This design comes from an exercise in tuning for small area and a short achievable clock period on the open sky130 flow, not from production work. Function was checked by simulation only, so behaviour that the tests miss may differ from the original. Power and IR drop assume default switching activity.

**design/flow/constraint.sdc**
```tcl
create_clock -name core_clock -period 5.5 [get_ports {clk}]
set_input_delay 1.1000 -clock core_clock [delete_from_list [all_inputs] [get_ports {clk}]]
set_output_delay 1.1000 -clock core_clock [all_outputs]
set_load 0.01 [all_outputs]
```
**design/flow/config.mk**
```make
export PLATFORM = sky130hd
export DESIGN_NAME = mips_dmem_responder
export DESIGN_NICKNAME = mips_dmem_responder
export VERILOG_FILES = /design/flow/design.v
export SDC_FILE = /design/flow/constraint.sdc
export NUM_CORES = 4
export LEC_CHECK = 0
export CAP_MARGIN = 20
export CORE_MARGIN = 2
export CORE_UTILIZATION = 65
export PLACE_DENSITY = 0.75
export SETUP_SLACK_MARGIN = 2.6
export SLEW_MARGIN = 20
export SYNTH_HIERARCHICAL = 1
export SYNTH_MINIMUM_KEEP_SIZE = 0
```
**design/flow/standard.sh**
```bash
#!/bin/bash
# synth_recipe.tcl (not shown) runs the flow's synth.tcl, then flattens the netlist and writes it again
# the make line also repeats each setting of config.mk as NAME=value (left out here)
make -C /OpenROAD-flow-scripts/flow DESIGN_CONFIG=/design/flow/config.mk WORK_HOME=/design/flow/orfs CLKGATE_MAP_FILE= SYNTH_SCRIPT=/design/flow/synth_recipe.tcl "${@:-finish}"
```
**design/flow/flow/run.sh**
```bash
#!/bin/bash
# Layout flow: the standard flow (standard.sh), unchanged synthesis, with
# these ORFS settings passed to make for the later steps:
#  - port buffers are buf_4 cells (by default buffer_ports picks a clock
#    delay cell, which is slow on the output paths),
#  - repair_timing may change a cell's footprint (MATCH_CELL_FOOTPRINT=0),
#  - the clock tree uses clkbuf_8/clkbuf_16, clusters of up to 20 sinks within
#    60 um, and no dummy loads.
# Each step's full output is in synth.log and layout.log here, and ORFS's own
# per-step logs are under orfs/logs/.
set -euo pipefail
bash standard.sh synth > synth.log 2>&1
bash standard.sh \
  MATCH_CELL_FOOTPRINT=0 \
  "BUFFER_PORTS_ARGS=-buffer_cell sky130_fd_sc_hd__buf_4" \
  "CTS_ARGS=-sink_clustering_enable -repair_clock_nets -dont_use_dummy_load -buf_list {sky130_fd_sc_hd__clkbuf_8 sky130_fd_sc_hd__clkbuf_16} -sink_clustering_size 20 -sink_clustering_max_diameter 60" \
  finish > layout.log 2>&1
```
**design/flow/design.v**
```verilog
module mips_dmem_responder #(
  parameter int DEPTH       = 128,
  parameter int WAIT_CYCLES = 2
) (
  input  logic        clk,
  input  logic        reset,
  input  logic        req,
  input  logic        we,
  input  logic [31:0] addr,
  input  logic [31:0] wdata,
  input  logic [3:0]  be,
  output logic [31:0] rdata,
  output logic        ready,
  output logic        err,
  output logic        busy
);
  logic b_q, x_q, r_q;
  logic [3:0]  a_q, c_q;
  logic [7:0]  h_q;
  logic [31:0] wdata_q;
  logic [3:0]  bwe_q;       
  logic        ld_q;        
  logic        bad_q;       
  logic [3:0] be_in;
  assign be_in = be;
  logic ok_in;
  assign ok_in = (addr[1:0] == 2'b00) && (addr[31:9] == 23'd0);
  always_ff @(posedge clk or negedge reset) begin
    if (!reset) begin
      b_q <= 1'b0;
      x_q <= 1'b0;
      r_q <= 1'b0;
    end else begin
      b_q <= b_q ? !r_q : req;
      x_q <= b_q && !x_q && !r_q;
      r_q <= x_q;
    end
  end
  always_ff @(posedge clk) begin
    if (!b_q) begin
      a_q     <= 4'b0001 << addr[3:2];
      c_q     <= 4'b0001 << addr[5:4];
      h_q     <= 8'b0000_0001 << addr[8:6];
      wdata_q <= wdata;
      bwe_q   <= be_in & {4{we && ok_in}};
      ld_q    <= !we && ok_in;
      bad_q   <= !ok_in;
    end
  end
  logic [15:0] ac;
  logic [7:0]  hr;          
  logic [31:0] hw;          
  always_comb begin
    for (int i = 0; i < 16; i++) ac[i] = a_q[i%4] & c_q[i/4];
    for (int g = 0; g < 8; g++) begin
      hr[g] = h_q[g] & x_q & ld_q;
      for (int b = 0; b < 4; b++) hw[4*g+b] = h_q[g] & x_q & bwe_q[b];
    end
  end
  logic [127:0] memt   [32];
  logic [127:0] memt_d [32];
  logic [127:0] s_b    [4];     
  logic [127:0] sn_b   [4];
  always_comb begin
    for (int b = 0; b < 4; b++)
      for (int w = 0; w < 128; w++) s_b[b][w] = ac[w%16] & hw[4*(w/16)+b];
    for (int b = 0; b < 4; b++) sn_b[b] = ~s_b[b];
  end
  for (genvar j = 0; j < 32; j++) begin : g_col
    dmem_col_next u_n (
      .q(memt[j]), .d(wdata_q[j]), .s(s_b[j/8]), .sn(sn_b[j/8]), .y(memt_d[j])
    );
  end
  always_ff @(posedge clk) begin
    for (int j = 0; j < 32; j++) memt[j] <= memt_d[j];
  end
  logic [127:0] rwl;
  always_comb begin
    for (int w = 0; w < 128; w++) rwl[w] = ac[w%16] & hr[w/16];
  end
  logic [31:0] rd;
  for (genvar j = 0; j < 32; j++) begin : g_rd
    dmem_rd_tree u_t (.wl(rwl), .d(memt[j]), .y(rd[j]));
  end
  always_ff @(posedge clk or negedge reset) begin
    if (!reset) begin
      rdata <= 32'd0;
      err   <= 1'b0;
    end else begin
      rdata <= rd;
      err   <= x_q && bad_q;
    end
  end
  assign ready = r_q;
  assign busy  = b_q;
endmodule
module dmem_col_next (
  input  logic [127:0] q,
  input  logic         d,
  input  logic [127:0] s,
  input  logic [127:0] sn,
  output logic [127:0] y
);
  assign y = (q & sn) | ({128{d}} & s);
endmodule
module dmem_ao8 (
  input  logic [7:0] w,
  input  logic [7:0] d,
  output logic       y
);
  assign y = |(w & d);
endmodule
module dmem_nor2 (
  input  logic [1:0] a,
  output logic       y
);
  assign y = ~|a;
endmodule
module dmem_nand2 (
  input  logic [1:0] a,
  output logic       y
);
  assign y = ~&a;
endmodule
module dmem_rd_tree (
  input  logic [127:0] wl,
  input  logic [127:0] d,
  output logic         y
);
  logic [15:0] l2;   
  logic [7:0]  l3;   
  logic [3:0]  l4;   
  logic [1:0]  l5;   
  for (genvar i = 0; i < 16; i++) begin : g2
    dmem_ao8 u (.w(wl[8*i +: 8]), .d(d[8*i +: 8]), .y(l2[i]));
  end
  for (genvar i = 0; i < 8; i++) begin : g3
    dmem_nor2 u (.a(l2[2*i +: 2]), .y(l3[i]));
  end
  for (genvar i = 0; i < 4; i++) begin : g4
    dmem_nand2 u (.a(l3[2*i +: 2]), .y(l4[i]));
  end
  for (genvar i = 0; i < 2; i++) begin : g5
    dmem_nor2 u (.a(l4[2*i +: 2]), .y(l5[i]));
  end
  dmem_nand2 u6 (.a(l5), .y(y));
endmodule
```
==> impl_metrics.env, run 1 <==
export IMPL_status="timing/DRC/antenna clean"
export IMPL_fin_crit_ns=3.06
export IMPL_root_buffer="clkbuf_16"
export IMPL_grt_max_degree=129
export IMPL_synth_compound_area_share_pct=33.8
export IMPL_synth_area_um2=152000
export IMPL_finalCritPeriodShare_pct=55.6
export IMPL_yosys_warnings=14
export IMPL_tightest_slew_ns=1.36
export IMPL_start_util_pct=65.2
export IMPL_antenna_found_initial=37
export IMPL_synth_top_family_by_area="compound AO/OA/AOI/OAI gates"
export IMPL_synth_fa_ha_area_share_pct=0
export IMPL_slew_headroom_pct=9.42
export IMPL_finalSetupTns_ns=0
export IMPL_hold_ws_ns=0.321
export IMPL_hold_viol=0
export IMPL_peakVddDrop_mv=0.683
export IMPL_cellPowerDensity_nw_per_um2=490
export IMPL_drt_wl_total_mm=549
export IMPL_crit_required_ns=6.29
export IMPL_cts_tree="yes"
export IMPL_synth_xor_area_share_pct=0
export IMPL_routabilityCongestion=0.964
export IMPL_grt_pass1_vias=117000
export IMPL_synth_async_reset_ratio_pct=0.860
export IMPL_ys_seq_elements=4186
export IMPL_max_freq_ghz=0.327
export IMPL_yosysSeqAreaShare_pct=55.8
export IMPL_coreArea_um2=232000
export IMPL_start_kind="register"
export IMPL_drc=0
export IMPL_muxShareOfSynthArea_pct=0
export IMPL_clkTransAtPathRegs_ns=0.09
export IMPL_drv_cap=0
export IMPL_cts_max_level=4
export IMPL_ios=107
export IMPL_grt_usage_pct=44.0
export IMPL_std_cell_rows=177
export IMPL_die_x_um=487
export IMPL_grt_overflow=0
export IMPL_path_class="register to register"
export IMPL_grt_pass1_wl_mm=787
export IMPL_nets=13300
export IMPL_synth_edf_count=54
export IMPL_p_leak_nw=65.1
export IMPL_synth_area_leaders="dfxtp_1 54%, a22o_1 24%, a22oi_1 10%, buf_6 3.1%, nand4_1 2.1%"
export IMPL_syn_avg_cell_area_um2=11.5
export IMPL_clock_sinks=4186
export IMPL_synth_top_area_share_pct=54.1
export IMPL_wl_per_cell_um=33.7
export IMPL_syn_inst=13200
export IMPL_ys_flop_type="dfxtp_1"
export IMPL_cts_buffers=238
export IMPL_finish_utilization_pct=69.7
export IMPL_skew_ns=0.0572
export IMPL_clk_path_buf_depth=3
export IMPL_final_max_slew_viol_count=0
export IMPL_dp_hpwl_mm=346
export IMPL_via_count=125000
export IMPL_crit_path_max_fanout=17
export IMPL_drt_iter0_drc=19300
export IMPL_insertion_delay_ns=0.92
export IMPL_end_kind="register"
export IMPL_layout_drive_gt1_share_pct=8.45
export IMPL_numPortBuffers=106
export IMPL_finalSetupViolations=0
export IMPL_rsz0062_at_grt="yes"
export IMPL_hp_class="input port to async pin"
export IMPL_synthSimpleGateAreaFrac_pct=5.38
export IMPL_area_delta_synth_final_pct=6.82
export IMPL_antenna_left=0
export IMPL_synth_cell_types=28
export IMPL_first_pass_iters=7
export IMPL_die_area_um2=237000
export IMPL_yosysTopAreaCell="dfxtp_1"
export IMPL_cp_arrival_ns=3.85
export IMPL_avgViaCountPerCell=7.65
export IMPL_die_height_um=487
[routing by layer]
| metal | track usage [%] | vias up | share of wire, % |
|---|---|---|---|
| met4 | 29.4 | 16 | 7.8 |
| li1 | - | 52500 | - |
| met2 | 63.9 | 9153 | 42 |
| met3 | 10.2 | 1711 | 13 |
| met5 | 0 | - | 0.019 |
| met1 | 58.5 | 61400 | 38 |
[cell usage in the layout (no fill, tap or decap), types with 4 or more instances in the layout]
cell / Yosys / final
buf_6: 418 / 25
nand2_8: 0 / 6
clkbuf_16: 0 / 239
a22oi_2: 0 / 59
a22oi_1: 2048 / 1989
nand2_2: 0 / 35
nand2_4: 0 / 37
inv_1: 514 / 513
diode_2: 0 / 15
nor4_1: 7 / 7
edfxtp_1: 54 / 54
buf_4: 63 / 324
and2_2: 0 / 6
nand3_4: 8 / 8
dfxtp_1: 4096 / 4096
nand2_1: 694 / 616
and2_4: 0 / 17
buf_8: 0 / 5
dfrtp_1: 36 / 33
nor2b_1: 4 / 4
and3_1: 33 / 4
nor2_1: 453 / 194
buf_12: 0 / 57
and3_2: 0 / 29
a22o_1: 4096 / 4096
nor2_2: 0 / 124
nor2_4: 0 / 140
nand4_1: 512 / 512
[power by group]
| part | leakage (nW) | internal (mW) | switching (mW) |
|---|---|---|---|
| Clock | 2.93 | 7.62 | 9.73 |
| Sequential | 34.6 | 38.5 | 5.03 |
| Combinational | 27.5 | 7.83 | 10.7 |
| Total | 65.1 | 53.9 | 25.4 |
[cells by family after synthesis]
logic type / Yosys count
buf+inv: 1104
flops: 4186
compound gates: 6145
simple gates: 1743
[sequential cells by signal, indices dropped and copies added, names as in the netlist]
name     count
bad_q        1
rdata       32
memt      4096
bwe_q        4
err          1
h_q          8
r_q          1
wdata_q     32
x_q          1
a_q          4
ld_q         1
c_q          4
b_q          1
[cell usage after synthesis, types with 17 or more instances]
| library cell | count |
|---|---|
| edfxtp_1 | 54 |
| nand2_1 | 694 |
| clkbuf_1 | 17 |
| nand4_1 | 512 |
| and2_1 | 18 |
| a22oi_1 | 2048 |
| inv_1 | 514 |
| a22o_1 | 4096 |
| dfrtp_1 | 36 |
| buf_2 | 91 |
| and3_1 | 33 |
| nor2_1 | 453 |
| dfxtp_1 | 4096 |
| buf_4 | 63 |
| buf_6 | 418 |
[Yosys stat by module, one instance, submodules excluded, a selection]
module / flip-flops and latches / times used
mips_dmem_responder: 4186 / 1
dmem_col_next: 0 / 32
dmem_nor2: 0 / 320
dmem_ao8: 0 / 512
dmem_nand2: 0 / 160
[cell type report]
class,count,area (µm²)
timing repair buffer,412,3960
clock buffer,238,5960
fill,17000,70400
antenna,15,37.5
tap,3043,3810
sequential,4186,84500
multi-input combinational,7901,61700
inverter,514,1930
[final timing paths]
check / start / endpoint / slack, ns / depth (start not counted)
setup / recovery: h_q[0] / rdata[21] / 2.44 / 10
min in group core_clock: wdata[17] / wdata_q[17] / 0.37 / 1
setup reg to reg: h_q[0] / rdata[21] / 2.44 / 10
hold reg to reg: bad_q / err / 0.47 / 1
max in group asynchronous: reset / rdata[2] / 4.41 / 1
hold / removal: reset / x_q / 0.32 / 1
[timing repair]
| item | in CTS | in global routing |
|---|---|---|
| pin swaps | 61 | 100 |
| hold buffers | 0 | 0 |
| setup buffers | 79 | 22 |
| endpoints found under the hold margin | 0 | 0 |
| resized for setup | 339 | 178 |
| cloned | 8 | 6 |
| setup endpoints to repair | 1813 | 1797 |
[worst max-delay path: stages, from the launching register on]
cell and delay, ns:
edfxtp_1 0.62, nand3_4 0.23, buf_12 0.20, nor2_4 0.14, buf_4 0.23, a22oi_1 0.32
nand4_1 0.27, nor2_4 0.26, nand2_1 0.28, nor2_2 0.25, nand2_1 0.09
[per-stage QoR]
step	cell area [µm²]	setup WS, ns	power (mW)	std cells
4_1_cts	161000	2.53	78.0	16300
3_3_place_gp	153000	0.965	59.8	15900
6_report	162000	2.44	79.4	16300
2_1_floorplan	152000	2.87	54.9	13200
5_1_grt	162000	2.49	81.5	16300
3_5_place_dp	153000	1.18	60.6	15900
==> inputs of run 2 (changes only) <==
==> design/flow/design.v (replaced) <==
module mips_dmem_responder #(
  parameter int DEPTH       = 128,
  parameter int WAIT_CYCLES = 2
) (
  input  logic        clk,
  input  logic        reset,
  input  logic        req,
  input  logic        we,
  input  logic [31:0] addr,
  input  logic [31:0] wdata,
  input  logic [3:0]  be,
  output logic [31:0] rdata,
  output logic        ready,
  output logic        err,
  output logic        busy
);
  logic b_q, x_q, r_q;
  logic [15:0] ac_q;
  logic [7:0]  h_q;
  logic [31:0] wdata_q;
  logic [3:0]  bwe_q;       
  logic        ld_q;        
  logic        bad_q;       
  logic [3:0] be_in;
  assign be_in = be;
  logic ok_in;
  assign ok_in = (addr[1:0] == 2'b00) && (addr[31:9] == 23'd0);
  always_ff @(posedge clk or negedge reset) begin
    if (!reset) begin
      b_q <= 1'b0;
      x_q <= 1'b0;
      r_q <= 1'b0;
    end else begin
      b_q <= b_q ? !r_q : req;
      x_q <= b_q && !x_q && !r_q;
      r_q <= x_q;
    end
  end
  always_ff @(posedge clk) begin
    if (!b_q) begin
      ac_q    <= 16'h0001 << addr[5:2];
      h_q     <= 8'b0000_0001 << addr[8:6];
      wdata_q <= wdata;
      bwe_q   <= be_in & {4{we && ok_in}};
      ld_q    <= !we && ok_in;
      bad_q   <= !ok_in;
    end
  end
  logic wait1;
  assign wait1 = b_q && !x_q && !r_q;
  logic [31:0] hbw_q;
  always_ff @(posedge clk or negedge reset) begin
    if (!reset) hbw_q <= '0;
    else for (int i = 0; i < 32; i++) hbw_q[i] <= h_q[i/4] & bwe_q[i%4] & wait1;
  end
  logic [127:0] memt   [32];
  logic [127:0] memt_d [32];
  logic [127:0] s_b    [4];     
  logic [127:0] sn_b   [4];
  always_comb begin
    for (int b = 0; b < 4; b++)
      for (int w = 0; w < 128; w++) s_b[b][w] = ac_q[w%16] & hbw_q[4*(w/16)+b];
    for (int b = 0; b < 4; b++) sn_b[b] = ~s_b[b];
  end
  for (genvar j = 0; j < 32; j++) begin : g_col
    dmem_col_next u_n (
      .q(memt[j]), .d(wdata_q[j]), .s(s_b[j/8]), .sn(sn_b[j/8]), .y(memt_d[j])
    );
  end
  always_ff @(posedge clk) begin
    for (int j = 0; j < 32; j++) memt[j] <= memt_d[j];
  end
  logic [127:0] rwl_q;
  always_ff @(posedge clk) begin
    for (int w = 0; w < 128; w++) rwl_q[w] <= ac_q[w%16] & h_q[w/16] & wait1 & ld_q;
  end
  logic [31:0] rd;
  for (genvar j = 0; j < 32; j++) begin : g_rd
    dmem_rd_tree u_t (.wl(rwl_q), .d(memt[j]), .en(x_q), .y(rd[j]));
  end
  always_ff @(posedge clk or negedge reset) begin
    if (!reset) begin
      rdata <= 32'd0;
      err   <= 1'b0;
    end else begin
      rdata <= rd;
      err   <= x_q && bad_q;
    end
  end
  assign ready = r_q;
  assign busy  = b_q;
endmodule
module dmem_col_next (
  input  logic [127:0] q,
  input  logic         d,
  input  logic [127:0] s,
  input  logic [127:0] sn,
  output logic [127:0] y
);
  assign y = (q & sn) | ({128{d}} & s);
endmodule
module dmem_aoi222 (
  input  logic [2:0] w,
  input  logic [2:0] d,
  output logic       y
);
  assign y = ~|(w & d);
endmodule
module dmem_nand4 (
  input  logic [3:0] a,
  output logic       y
);
  assign y = ~&a;
endmodule
module dmem_nor2 (
  input  logic [1:0] a,
  output logic       y
);
  assign y = ~|a;
endmodule
module dmem_nand2 (
  input  logic [1:0] a,
  output logic       y
);
  assign y = ~&a;
endmodule
module dmem_rd_tree (
  input  logic [127:0] wl,
  input  logic [127:0] d,
  input  logic         en,
  output logic         y
);
  logic [128:0] wlp, dp;   
  logic [43:0]  l1;        
  logic [11:0]  l2;        
  logic [5:0]   l3;        
  logic [2:0]   l4;        
  assign wlp = {1'b0, wl};
  assign dp  = {1'b0, d};
  for (genvar i = 0; i < 43; i++) begin : g1
    dmem_aoi222 u (.w(wlp[3*i +: 3]), .d(dp[3*i +: 3]), .y(l1[i]));
  end
  assign l1[43] = 1'b1;
  for (genvar i = 0; i < 11; i++) begin : g2
    dmem_nand4 u (.a(l1[4*i +: 4]), .y(l2[i]));
  end
  assign l2[11] = 1'b0;
  for (genvar i = 0; i < 6; i++) begin : g3
    dmem_nor2 u (.a(l2[2*i +: 2]), .y(l3[i]));
  end
  for (genvar i = 0; i < 3; i++) begin : g4
    dmem_nand2 u (.a(l3[2*i +: 2]), .y(l4[i]));
  end
  assign y = |l4 & en;
endmodule
--- a/design/flow/config.mk
+++ b/design/flow/config.mk
@@ -7,9 +7,9 @@
 export LEC_CHECK = 0
 export CAP_MARGIN = 20
 export CORE_MARGIN = 2
-export CORE_UTILIZATION = 65
-export PLACE_DENSITY = 0.75
-export SETUP_SLACK_MARGIN = 2.6
+export CORE_UTILIZATION = 72
+export PLACE_DENSITY = 0.8
+export SETUP_SLACK_MARGIN = 2.9
 export SLEW_MARGIN = 20
 export SYNTH_HIERARCHICAL = 1
 export SYNTH_MINIMUM_KEEP_SIZE = 0
==> impl_metrics.env, run 2 <==
export IMPL_status="timing/DRC/antenna clean"
export IMPL_dp_hpwl_mm=322
export IMPL_syn_inst=12400
export IMPL_yosysTopAreaCell="dfxtp_1"
export IMPL_layout_drive_gt1_share_pct=5.39
export IMPL_synth_area_leaders="dfxtp_1 56%, a22o_1 24%, a222oi_1 9.1%, buf_6 3.1%, nand2_1 1.6%"
export IMPL_final_max_slew_viol_count=0
export IMPL_drv_cap=0
export IMPL_top_regs="memt (4096), rwl_q (128)"
export IMPL_hp_class="input port to async pin"
export IMPL_ys_top_cells_by_count="4224 x dfxtp_1, 4096 x a22o_1, 1376 x a222oi_1, 636 x nand2_1, 513 x inv_1"
export IMPL_area_delta_synth_final_pct=5.11
export IMPL_finalSetupTns_ns=0
export IMPL_cp_arrival_ns=3.57
export IMPL_numPortBuffers=106
export IMPL_synth_top_area_share_pct=55.6
export IMPL_skew_ns=0.0283
export IMPL_crit_required_ns=6.29
export IMPL_via_count=124000
export IMPL_hold_ws_ns=0.219
export IMPL_wl_per_cell_um=33.8
export IMPL_synth_area_um2=152000
export IMPL_fin_crit_ns=2.78
export IMPL_tightest_slew_ns=1.19
export IMPL_root_buffer="clkbuf_16"
export IMPL_antenna_left=0
export IMPL_synth_async_reset_ratio_pct=1.56
export IMPL_peakVddDrop_mv=0.728
export IMPL_drt_iter0_drc=26700
export IMPL_clk_path_buf_depth=3
export IMPL_p_leak_nw=65.2
export IMPL_die_x_um=464
export IMPL_nets=12500
export IMPL_end_kind="register"
export IMPL_cts_tree="yes"
export IMPL_clock_sinks=4354
export IMPL_grt_pass1_vias=115000
export IMPL_syn_avg_cell_area_um2=12.2
export IMPL_crit_path_max_fanout=32
export IMPL_cts_max_level=4
export IMPL_avgViaCountPerCell=8.11
export IMPL_hold_viol=0
export IMPL_final_common_cell="dfxtp_1"
export IMPL_first_pass_iters=13
export IMPL_yosysSeqAreaShare_pct=58.0
export IMPL_synth_edf_count=62
export IMPL_cts_buffers=240
export IMPL_mostFrequentLayoutCells="4206 x dfxtp_1, 4096 x a22o_1, 1376 x a222oi_1"
export IMPL_grt_pass1_wl_mm=751
export IMPL_grt_overflow=0
export IMPL_largest_register="memt"
export IMPL_routabilityCongestion=0.957
export IMPL_yosys_warnings=14
export IMPL_max_freq_ghz=0.360
export IMPL_yosysMostFrequentCell="dfxtp_1"
export IMPL_antenna_found_initial=17
export IMPL_drt_wl_total_mm=517
export IMPL_cellPowerDensity_nw_per_um2=583
export IMPL_clkTransAtPathRegs_ns=0.08
export IMPL_rsz0062_at_grt="yes"
export IMPL_std_cell_rows=168
export IMPL_insertion_delay_ns=0.90
export IMPL_synth_cell_types=30
export IMPL_die_area_um2=215000
export IMPL_largest_reg_flops=4096
export IMPL_ys_flop_type="dfxtp_1"
export IMPL_design_power_total_mw=93.1
export IMPL_coreArea_um2=210000
export IMPL_cts_hold_buf=0
export IMPL_path_class="register to register"
export IMPL_start_kind="register"
export IMPL_grt_usage_pct=45.5
export IMPL_start_util_pct=72.5
export IMPL_grt_max_degree=129
export IMPL_finalSetupViolations=0
export IMPL_drc=0
export IMPL_ios=107
export IMPL_slew_headroom_pct=20.7
export IMPL_finalCritPeriodShare_pct=50.5
export IMPL_die_height_um=464
export IMPL_ys_seq_elements=4354
run 2: cell count changes after synthesis, sizes merged, moves of 53 or more:
cell    delta
conb      +64
nand4    -160
a22oi   -2048
clkbuf   +107
dfxtp    +128
nand2     -53
nor2     -122
buf      -106
a222oi  +1376
run 2: logic make-up after synthesis:
kind of cell	after synthesis	synth area share [%]
compound gates	5505	32.8
buf+inv	1104	4.89
flops	4354	58.0
other cells	64	0.158
simple gates	1389	4.16
run 2: power by group:
group	total (mW)	switching, mW	internal [mW]
logic	24.7	13.5	11.2
registers	50.9	7.82	43.1
clock network	17.5	9.86	7.69
total	93.1	31.2	62.0
run 2: Yosys stat by module (local to each module, per instance):
module,cells inside,cell area (µm²),flops+latches
dmem_aoi222,1,10.0,0
dmem_rd_tree,3,16.3,0
dmem_col_next,142,1270,0
dmem_nand4,1,6.26,0
dmem_nor2,1,3.75,0
mips_dmem_responder,5760,93700,4354
dmem_nand2,1,3.75,0
run 2: layer usage:
layer / track usage, % / wire [µm]
met2: 65.5 / 217000
met3: 13.4 / 76400
met1: 60.2 / 188000
met4: 28.2 / 36000
met5: 0 / 68
run 2: worst max-delay path, stage by stage, from the launching register on:
cell      delay [ns]
dfxtp_4         0.51
a222oi_1        0.65
nand4_1         0.27
nor2_1          0.49
nand2_2         0.34
o31a_1          0.38
run 2: layout make-up:
type,count,area (µm²)
Timing Repair Buffer,312,3050
Clock buffer,240,6010
Antenna cell,30,75.1
Tap cell,2805,3510
Fill cell,13800,49900
Sequential cell,4354,88200
Multi-Input combinational cell,7022,57100
Inverter,513,1930
run 2: path summary, 6_finish.rpt:
kind | start | slack (ns) | depth (start not counted) | to
setup / recovery | rwl_q[78] | 2.72 | 5 | rdata[26]
hold / removal | reset | 0.22 | 1 | hbw_q[31]
setup reg to reg | rwl_q[78] | 2.72 | 5 | rdata[26]
hold reg to reg | bad_q | 0.47 | 1 | err
max in group asynchronous | reset | 3.90 | 2 | x_q
min in group core_clock | wdata[25] | 0.39 | 1 | wdata_q[25]
run 2: repair_timing:
action                                  CTS  global route
gates resized for setup                 113            69
pin swaps                                28            59
gates cloned                              0             3
buffers inserted                          3             8
endpoints found under the setup margin  278           151
run 2: per-stage QoR:
step / instances / utilization [%] / worst slack [ns] / area [µm²]
5_1_grt: 15200 / 76.2 / 2.75 / 160000
4_1_cts: 15200 / 76.0 / 2.73 / 159000
6_report: 15300 / 76.2 / 2.72 / 160000
3_3_place_gp: 15000 / 72.9 / 2.28 / 153000
3_5_place_dp: 15000 / 72.9 / 2.30 / 153000
2_1_floorplan: 12500 / - / 3.31 / 152000
==> inputs of run 3 (changes only) <==
--- a/design/flow/flow/run.sh
+++ b/design/flow/flow/run.sh
@@ -4,6 +4,9 @@
 #  - port buffers are buf_4 cells (by default buffer_ports picks a clock
 #    delay cell, which is slow on the output paths),
 #  - repair_timing may change a cell's footprint (MATCH_CELL_FOOTPRINT=0),
+#  - before detailed placement, pre_dpl.tcl moves each register that drives
+#    an output port's buffer toward that buffer (detailed placement then
+#    legalizes it),
 #  - the clock tree uses clkbuf_8/clkbuf_16, clusters of up to 20 sinks within
 #    60 um, and no dummy loads.
 # Each step's full output is in synth.log and layout.log here, and ORFS's own
@@ -13,5 +16,6 @@
 bash standard.sh \
   MATCH_CELL_FOOTPRINT=0 \
   "BUFFER_PORTS_ARGS=-buffer_cell sky130_fd_sc_hd__buf_4" \
+  "PRE_DETAIL_PLACE_TCL=$PWD/flow/pre_dpl.tcl" \
   "CTS_ARGS=-sink_clustering_enable -repair_clock_nets -dont_use_dummy_load -buf_list {sky130_fd_sc_hd__clkbuf_8 sky130_fd_sc_hd__clkbuf_16} -sink_clustering_size 20 -sink_clustering_max_diameter 60" \
   finish > layout.log 2>&1
==> design/flow/flow/pre_dpl.tcl (new file) <==
# Before detailed placement: move each flip-flop that drives an output port's
# buffer three quarters of the way toward that buffer, so that the long wire
# to the port is driven by the register's input logic, which has more slack.
# detailed_placement then legalizes as usual.
set block [ord::get_db_block]
set moved 0
foreach bt [$block getBTerms] {
  if {[$bt getIoType] ne "OUTPUT"} { continue }
  set net [$bt getNet]
  if {$net eq "NULL"} { continue }
  set buf ""
  foreach it [$net getITerms] { if {[$it isOutputSignal]} { set buf [$it getInst] } }
  if {$buf eq ""} { continue }
  set ff ""
  foreach it [$buf getITerms] {
    if {![$it isInputSignal]} { continue }
    set in [$it getNet]
    if {$in eq "NULL"} { continue }
    foreach d [$in getITerms] {
      if {[$d isOutputSignal] && [string match "*__df*" [[[$d getInst] getMaster] getName]]} { set ff [$d getInst] }
    }
  }
  if {$ff eq ""} { continue }
  set bl [$buf getLocation]
  set fl [$ff getLocation]
  set x [expr {int([lindex $fl 0] + 0.75 * ([lindex $bl 0] - [lindex $fl 0]))}]
  set y [expr {int([lindex $fl 1] + 0.75 * ([lindex $bl 1] - [lindex $fl 1]))}]
  $ff setLocation $x $y
  incr moved
}
puts "pre_dpl: moved $moved output registers toward their port buffers"
--- a/design/flow/config.mk
+++ b/design/flow/config.mk
@@ -7,7 +7,7 @@
 export LEC_CHECK = 0
 export CAP_MARGIN = 20
 export CORE_MARGIN = 2
-export CORE_UTILIZATION = 72
+export CORE_UTILIZATION = 70
 export PLACE_DENSITY = 0.8
 export SETUP_SLACK_MARGIN = 2.9
 export SLEW_MARGIN = 20
==> impl_metrics.env, run 3 <==
export IMPL_status="timing/DRC/antenna clean"
export IMPL_max_freq_ghz=0.359
export IMPL_crit_path_max_fanout=32
export IMPL_switching_share_pct=33.1
export IMPL_peakVddDrop_mv=0.490
export IMPL_skew_ns=0.0627
export IMPL_tightest_slew_ns=1.10
export IMPL_rr_endpoint="rdata[20]"
export IMPL_dp_cells=15000
export IMPL_synth_xor_area_share_pct=0
export IMPL_finish_utilization_pct=73.9
export IMPL_std_cell_rows=171
export IMPL_synth_area_um2=152000
export IMPL_syn_avg_cell_area_um2=12.2
export IMPL_finalSetupViolations=0
export IMPL_clkPwrFrac_pct=19.0
export IMPL_syn_inst=12400
export IMPL_fillers=14600
export IMPL_ys_top_cells_by_count="4224 x dfxtp_1, 4096 x a22o_1, 1376 x a222oi_1, 636 x nand2_1, 513 x inv_1"
export IMPL_nets=12500
export IMPL_finalCritPeriodShare_pct=50.6
export IMPL_hold_viol=0
export IMPL_grt_overflow=0
export IMPL_p_leak_nw=65.3
export IMPL_routabilityCongestion=0.950
export IMPL_top_regs="memt (4096), rwl_q (128)"
export IMPL_internal_power_mw=62.0
export IMPL_crit_path_top_delay_cell="a222oi_1"
export IMPL_antenna_left=0
export IMPL_crit_required_ns=6.23
export IMPL_first_pass_iters=13
export IMPL_max_stage_delay_ns=0.59
export IMPL_grt_max_degree=129
export IMPL_synth_cell_types=30
export IMPL_clkTransAtPathRegs_ns=0.08
export IMPL_clk_path_buf_depth=3
export IMPL_cp_arrival_ns=3.51
export IMPL_dp_hpwl_mm=318
export IMPL_stdcell_area_um2=160000
export IMPL_cts_hold_buf=0
export IMPL_cellPowerDensity_nw_per_um2=580
export IMPL_synth_top_area_share_pct=55.6
export IMPL_ios=107
export IMPL_start_kind="register"
export IMPL_crit_chain="buf_4 > a222oi_1 > nand4_1 > nor2_4 > nand2_2 > o31a_1"
export IMPL_switchingPower_mw=30.7
export IMPL_muxShareOfSynthArea_pct=0
export IMPL_fin_crit_ns=2.79
export IMPL_drt_iter0_drc=25600
export IMPL_mostFrequentLayoutCells="4202 x dfxtp_1, 4096 x a22o_1, 1376 x a222oi_1"
export IMPL_hp_class="input port to async pin"
export IMPL_cts_max_level=4
export IMPL_cts_tree="yes"
export IMPL_finalSetupTns_ns=0
export IMPL_drc=0
export IMPL_synth_area_leaders="dfxtp_1 56%, a22o_1 24%, a222oi_1 9.1%, buf_6 3.1%, nand2_1 1.6%"
export IMPL_regArea_um2=88200
export IMPL_yosysTopAreaCell="dfxtp_1"
export IMPL_cts_buffers=241
export IMPL_coreArea_um2=217000
export IMPL_layout_drive_gt1_share_pct=5.49
export IMPL_final_common_cell="dfxtp_1"
export IMPL_yosysSeqAreaShare_pct=58.0
export IMPL_grt_usage_pct=43.7
export IMPL_avgViaCountPerCell=8.02
export IMPL_grt_pass1_wl_mm=746
export IMPL_dpl_cell_area_um2=153000
export IMPL_ys_flop_type="dfxtp_1"
export IMPL_largest_register="memt"
export IMPL_multi_input_area_um2=57200
export IMPL_slew_headroom_pct=26.6
export IMPL_stdcell_count=15300
export IMPL_wl_per_cell_um=33.2
export IMPL_final_max_slew_viol_count=0
export IMPL_area_delta_synth_final_pct=5.19
export IMPL_grt_pass1_vias=115000
export IMPL_hold_ws_ns=0.181
export IMPL_die_area_um2=221000
export IMPL_insertion_delay_ns=0.91
export IMPL_synth_edf_count=62
export IMPL_design_power_total_mw=92.7
export IMPL_clock_sinks=4354
export IMPL_r2r_setup_slack_ns=2.71
export IMPL_synth_compound_area_share_pct=32.8
export IMPL_preCtsSetupSlack_ns=2.23
export IMPL_seqPwrFrac_pct=54.5
export IMPL_root_buffer="clkbuf_16"
export IMPL_antenna_found_initial=16
export IMPL_end_kind="register"
export IMPL_via_count=123000
export IMPL_drv_cap=0
export IMPL_largest_reg_flops=4096
export IMPL_rsz0062_at_grt="yes"
export IMPL_layout_setup_ws_ns=2.71
export IMPL_ys_seq_elements=4354
export IMPL_synth_top_family_by_area="compound AO/OA/AOI/OAI gates"
export IMPL_numPortBuffers=106
export IMPL_die_height_um=470
export IMPL_path_class="register to register"
export IMPL_synth_async_reset_ratio_pct=1.56
export IMPL_die_x_um=470
export IMPL_start_util_pct=70.2
export IMPL_synth_fa_ha_area_share_pct=0
export IMPL_reg2reg_from="rwl_q[81]"
export IMPL_yosysMostFrequentCell="dfxtp_1"
export IMPL_synthSimpleGateAreaFrac_pct=4.16
export IMPL_r2r_cells=6
export IMPL_yosys_warnings=14
export IMPL_combPwrFrac_pct=26.5
export IMPL_drt_wl_total_mm=508
## run 3: cells by family after synthesis
| kind of cell | after synthesis |
|---|---|
| flops | 4354 |
| other cells | 64 |
| compound gates | 5505 |
| simple gates | 1389 |
| buf+inv | 1104 |
## run 3: worst max-delay path: cells and delay by family, from the launching register on
family          cells  cell delay [ns]
compound gates      2             1.01
simple gates        3             1.00
flops               1             0.32
buf+inv             1             0.26
## run 3: power groups by stage
stage | Sequential [mW] | Combinational [mW] | Clock, mW
final | 50.5 | 24.6 | 17.6
after global routing | 51.4 | 25.3 | 18.6
after CTS | 50.1 | 23.6 | 17.6
after detailed placement | 50.6 | 23.3 | 0
after global placement | 50.3 | 22.2 | 0
after floorplan | 48.3 | 17.2 | 0
## run 3: worst max-delay path by stage
stage                     startpoint         to  slack, ns
after floorplan              addr[1]      bad_q       3.31
after global placement     rwl_q[83]  rdata[20]       2.40
after detailed placement   rwl_q[83]  rdata[20]       2.23
after CTS                  rwl_q[36]  rdata[20]       2.72
after global routing       rwl_q[81]  rdata[20]       2.84
final                      rwl_q[81]  rdata[20]       2.71
## run 3: layer usage
layer,share of wire (%),vias to the layer above,wire length (µm),global-route usage (%)
met1,37,60000,187000,58.2
met3,14,1657,73000,12.1
met2,42,10100,214000,63.4
met4,6.8,8,34400,26.7
met5,0.041,-,208,0.519
li1,-,51100,-,-
## run 3: per-module statistics from Yosys (local to each module, per instance)
module / cells inside / flops+latches / times used / cell area (µm²)
mips_dmem_responder: 5760 / 4354 / 1 / 93700
dmem_col_next: 142 / 0 / 32 / 1270
dmem_rd_tree: 3 / 0 / 32 / 16.3
dmem_aoi222: 1 / 0 / 1376 / 10.0
dmem_nand4: 1 / 0 / 352 / 6.26
dmem_nand2: 1 / 0 / 96 / 3.75
dmem_nor2: 1 / 0 / 192 / 3.75
## run 3: cell type report
type                    instances  area share [%]
inverters                     513            1.21
repair buffers                319            1.91
clock buffers                 241            3.77
flip-flops and latches       4354            55.1
multi-input cells            7022            35.7
diodes                         14          0.0219
well taps                    2854            2.23
## run 3: repair_timing
item,CTS,global route
pin swaps,70,87
buffers inserted,9,8
cloned,0,3
setup endpoints to repair,314,95
resized for setup,123,55

==> afterwards: timing with drivers on the ports <==
Ports are ideal in the flow. The routed layouts listed here were re-timed in OpenROAD. Step 1 assumes that a clkbuf_16 drives the clock port and a buf_2 every other input. Step 2 also shifts input and output timing later by t, the mid clock arrival at the registers, as if the neighbouring blocks saw the same clock. a / b / c = no drivers / after step 1 / after step 2; a / b = the first two.
run	shift t [ns]	setup slack, ns	clock arrival spread, ns	worst data-port slew with drivers (ns)
run 1	0.983	2.444 / 2.444 / 2.444	0.063 / 0.063	0.19
run 2	0.980	2.725 / 2.652 / 2.725	0.035 / 0.035	0.06
run 3	0.979	2.714 / 2.714 / 2.714	0.067 / 0.067	0.21
After both steps setup and hold are still met in every run listed.
